Source: an optimization exercise on an open RTL-to-GDS flow (aim: small area). Production flows keep margins and buffers that such runs may drop.
In this exercise RTL edits were held to simulation tests only and were not proved equivalent to the original.
Power figures rest on the tool's default switching activity, not on a simulated workload.

run A:
==> flow/design.v (excerpt) <==
module ethernet_arp_icmp_macsec_classifier_core #(
    parameter int unsigned LENGTH_BITS = 14
) (
    input  wire logic                   i_clk,
    input  wire logic                   i_rst_n,
    input  wire logic                   i_in_valid,
    output logic                        o_in_stall,
    input  wire logic [7:0]             i_data_byte,
    input  wire logic                   i_last_byte,
    output logic                        o_out_valid,
    input  wire logic                   i_out_stall,
    output logic [2:0]                  o_status,
    output logic [2:0]                  o_protocol,
    output logic [LENGTH_BITS-1:0]      o_frame_length,
    output logic [31:0]                 o_word_a,
    output logic [31:0]                 o_word_b,
    output logic [15:0]                 o_half_a,
    output logic [15:0]                 o_half_b,
    output logic [7:0]                  o_byte_a,
    output logic [7:0]                  o_byte_b,
    output logic [7:0]                  o_byte_c
);
    localparam logic [LENGTH_BITS-1:0] COUNT_MAX = {LENGTH_BITS{1'b1}};
    localparam logic [1:0] PC_OTHER = 2'd0;
    localparam logic [1:0] PC_ARP   = 2'd1;
    localparam logic [1:0] PC_IPV4  = 2'd2;
    localparam logic [1:0] PC_MAC   = 2'd3;
    logic                   r_pend;    
    logic                   r_hb;      
    logic                   r_ov;      
    logic                   r_osel;    
    logic [LENGTH_BITS-1:0] r_count_n;  
  ...
Size in the first run: about 750 cells after synthesis, about 350 flip-flops, about 160 I/O pins, about 0.013 mm2 of cells after synthesis.
Settings: LEC_CHECK=0, CAP_MARGIN=20, CORE_MARGIN=2, CORE_UTILIZATION=75, SLEW_MARGIN=20; clock period 5.0 ns.
standard.sh (not shown) runs the stock make flow with config.mk's settings and CLKGATE_MAP_FILE= SYNTH_SCRIPT=/design/flow/synth_recipe.tcl, a recipe that flattens the netlist after the stock synthesis.
==> flow/flow/run.sh <==
#!/bin/bash
# layout flow: the standard flow (standard.sh) with
#  - synthesis: the standard synthesis script, run on a copy of ORFS's scripts in which only
#    the ABC mapping script (abc_speed.script) is replaced by flow/abc_map.script, an
#    area-recovering variant of it; flip-flops are mapped before ABC, so registers, their
#    names and cell types are those of the standard synthesis
#  - port buffers made of the smallest buffer cell, sky130_fd_sc_hd__buf_1
#  - clock tree of clkbuf_8 with small sink clusters and no dummy loads
# logs: synth.log and standard.log here, and each step's log under orfs/logs
set -euo pipefail
rm -rf scripts_abc
cp -r "$FLOW_HOME/scripts" scripts_abc
cp flow/abc_map.script scripts_abc/abc_speed.script
export BUFFER_PORTS_ARGS="-buffer_cell sky130_fd_sc_hd__buf_1"
export CTS_ARGS="-sink_clustering_enable -repair_clock_nets -sink_clustering_size 20 -sink_clustering_max_diameter 45 -buf_list sky130_fd_sc_hd__clkbuf_8 -dont_use_dummy_load"
bash standard.sh synth SCRIPTS_DIR="$PWD/scripts_abc" > synth.log 2>&1
bash standard.sh > standard.log 2>&1
==> flow/flow/abc_map.script <==
&get -n
&st
&dch
&nf
&st
&syn2
&if -g -K 6
&synch2
&nf
&st
&syn2
&if -g -K 6
&synch2
&nf
&st
&dch -f
&nf -R 1000
&st
&dch -f
&nf -R 1000
&st
&dch -f
&nf -R 1000
&st
&dch -f
&nf -R 1000
&put
> inputs changed (run A -> run B)
--- a/flow/flow/run.sh
+++ b/flow/flow/run.sh
@@ -13,5 +13,5 @@
 cp flow/abc_map.script scripts_abc/abc_speed.script
 export BUFFER_PORTS_ARGS="-buffer_cell sky130_fd_sc_hd__buf_1"
-export CTS_ARGS="-sink_clustering_enable -repair_clock_nets -sink_clustering_size 20 -sink_clustering_max_diameter 45 -buf_list sky130_fd_sc_hd__clkbuf_8 -dont_use_dummy_load"
+export CTS_ARGS="-sink_clustering_enable -repair_clock_nets -sink_clustering_size 30 -sink_clustering_max_diameter 60 -buf_list sky130_fd_sc_hd__clkbuf_16 -root_buf sky130_fd_sc_hd__clkbuf_8 -tree_buf sky130_fd_sc_hd__clkbuf_8 -dont_use_dummy_load"
 bash standard.sh synth SCRIPTS_DIR="$PWD/scripts_abc" > synth.log 2>&1
 bash standard.sh > standard.log 2>&1
--- outcome ---
- In run B relative to run A, number of standard cells in the layout, taps in and fillers out had gone down slightly.
- Of the two values seen for worst-path cell with the longest stage delay, sky130_fd_sc_hd__nand4b_1 was produced by run A and sky130_fd_sc_hd__or2_2 by run B.
- Taking run A as the reference, in run B routing usage on met2 now sits higher; final period utilization now sits lower; routed wire length per instance now sits higher.
- As of run B, via count had fallen slightly compared to run A.
- In the reports for run A and run B, the larger highest net fanout along the worst path belongs to run B.
- The run with more routed wire is run B, not run A.
- Comparing run B against run A, there is no change at all in non-clock inverter total of the final layout.
For run C, these inputs were changed with respect to run B:
--- a/flow/flow/run.sh
+++ b/flow/flow/run.sh
@@ -13,5 +13,5 @@
 cp flow/abc_map.script scripts_abc/abc_speed.script
 export BUFFER_PORTS_ARGS="-buffer_cell sky130_fd_sc_hd__buf_1"
-export CTS_ARGS="-sink_clustering_enable -repair_clock_nets -sink_clustering_size 30 -sink_clustering_max_diameter 60 -buf_list sky130_fd_sc_hd__clkbuf_16 -root_buf sky130_fd_sc_hd__clkbuf_8 -tree_buf sky130_fd_sc_hd__clkbuf_8 -dont_use_dummy_load"
+export CTS_ARGS="-sink_clustering_enable -repair_clock_nets -sink_clustering_size 18 -sink_clustering_max_diameter 45 -buf_list sky130_fd_sc_hd__clkbuf_8 -dont_use_dummy_load"
 bash standard.sh synth SCRIPTS_DIR="$PWD/scripts_abc" > synth.log 2>&1
 bash standard.sh > standard.log 2>&1
[summary]
Across both runs, total power was higher for run C than for run B. Against run B, run C reports a total routing usage reported by global routing that is lower. Run C vs run B: depth of the critical timing path with buffers and inverters included down. Run C against run B; cell area is up slightly. In the tables for run C and run B, met3 capacity usage during global routing reads lower with run B. Run C against run B: clock period minus final worst setup slack rose by 0.032 ns, non-clock buffer count went down by 1, wire length of the first global-routing pass -0.84%, hold violation count in the final report shows no meaningful change.
Relative to run C, the following input files were edited for run D:
==> flow/flow/abc_map.script <==
&get -n
&st
&dch
&nf
&st
&syn2
&if -g -K 6
&synch2
&nf -R 1000
&put
Notes after the runs:
There was hardly any difference in synthesized instance count between run C and run D.
Run C → run D: wire length per cell went up by about 2%; remaining max-slew budget at the tightest pin moved down; first-pass GRT wire length grew by 170 um.

## port drivers added, routing unchanged
The flow's constraints put no driver on any port. The routed layouts listed below were extracted and timed again, unchanged, in two steps. Step 1 assumes that a clkbuf_16 drives the clock port and a buf_2 every other input. Step 2, shift: input delay + t, output delay - t, t = (earliest + latest rising clock arrival at the registers) / 2. This alone moves slack from input paths to output paths. a / b / c = ideal ports / drivers / drivers and shift; a / b = the first two.
run	t, ns	slack for setup (ns)	worst hold slack (ns)	latest minus earliest clock arrival (ns)	pins driven straight from the clock port
run A	0.615	1.096 / 1.058 / 1.564	0.418 / 0.418 / 0.418	0.060 / 0.059	1
run B	0.576	1.139 / 1.100 / 1.543	0.444 / 0.444 / 0.444	0.047 / 0.047	1
run C	0.613	1.107 / 1.069 / 1.518	0.426 / 0.426 / 0.426	0.055 / 0.054	1
run D	0.585	1.069 / 1.032 / 1.285	0.437 / 0.437 / 0.437	0.049 / 0.049	1
After both steps setup and hold are still met in every run listed.
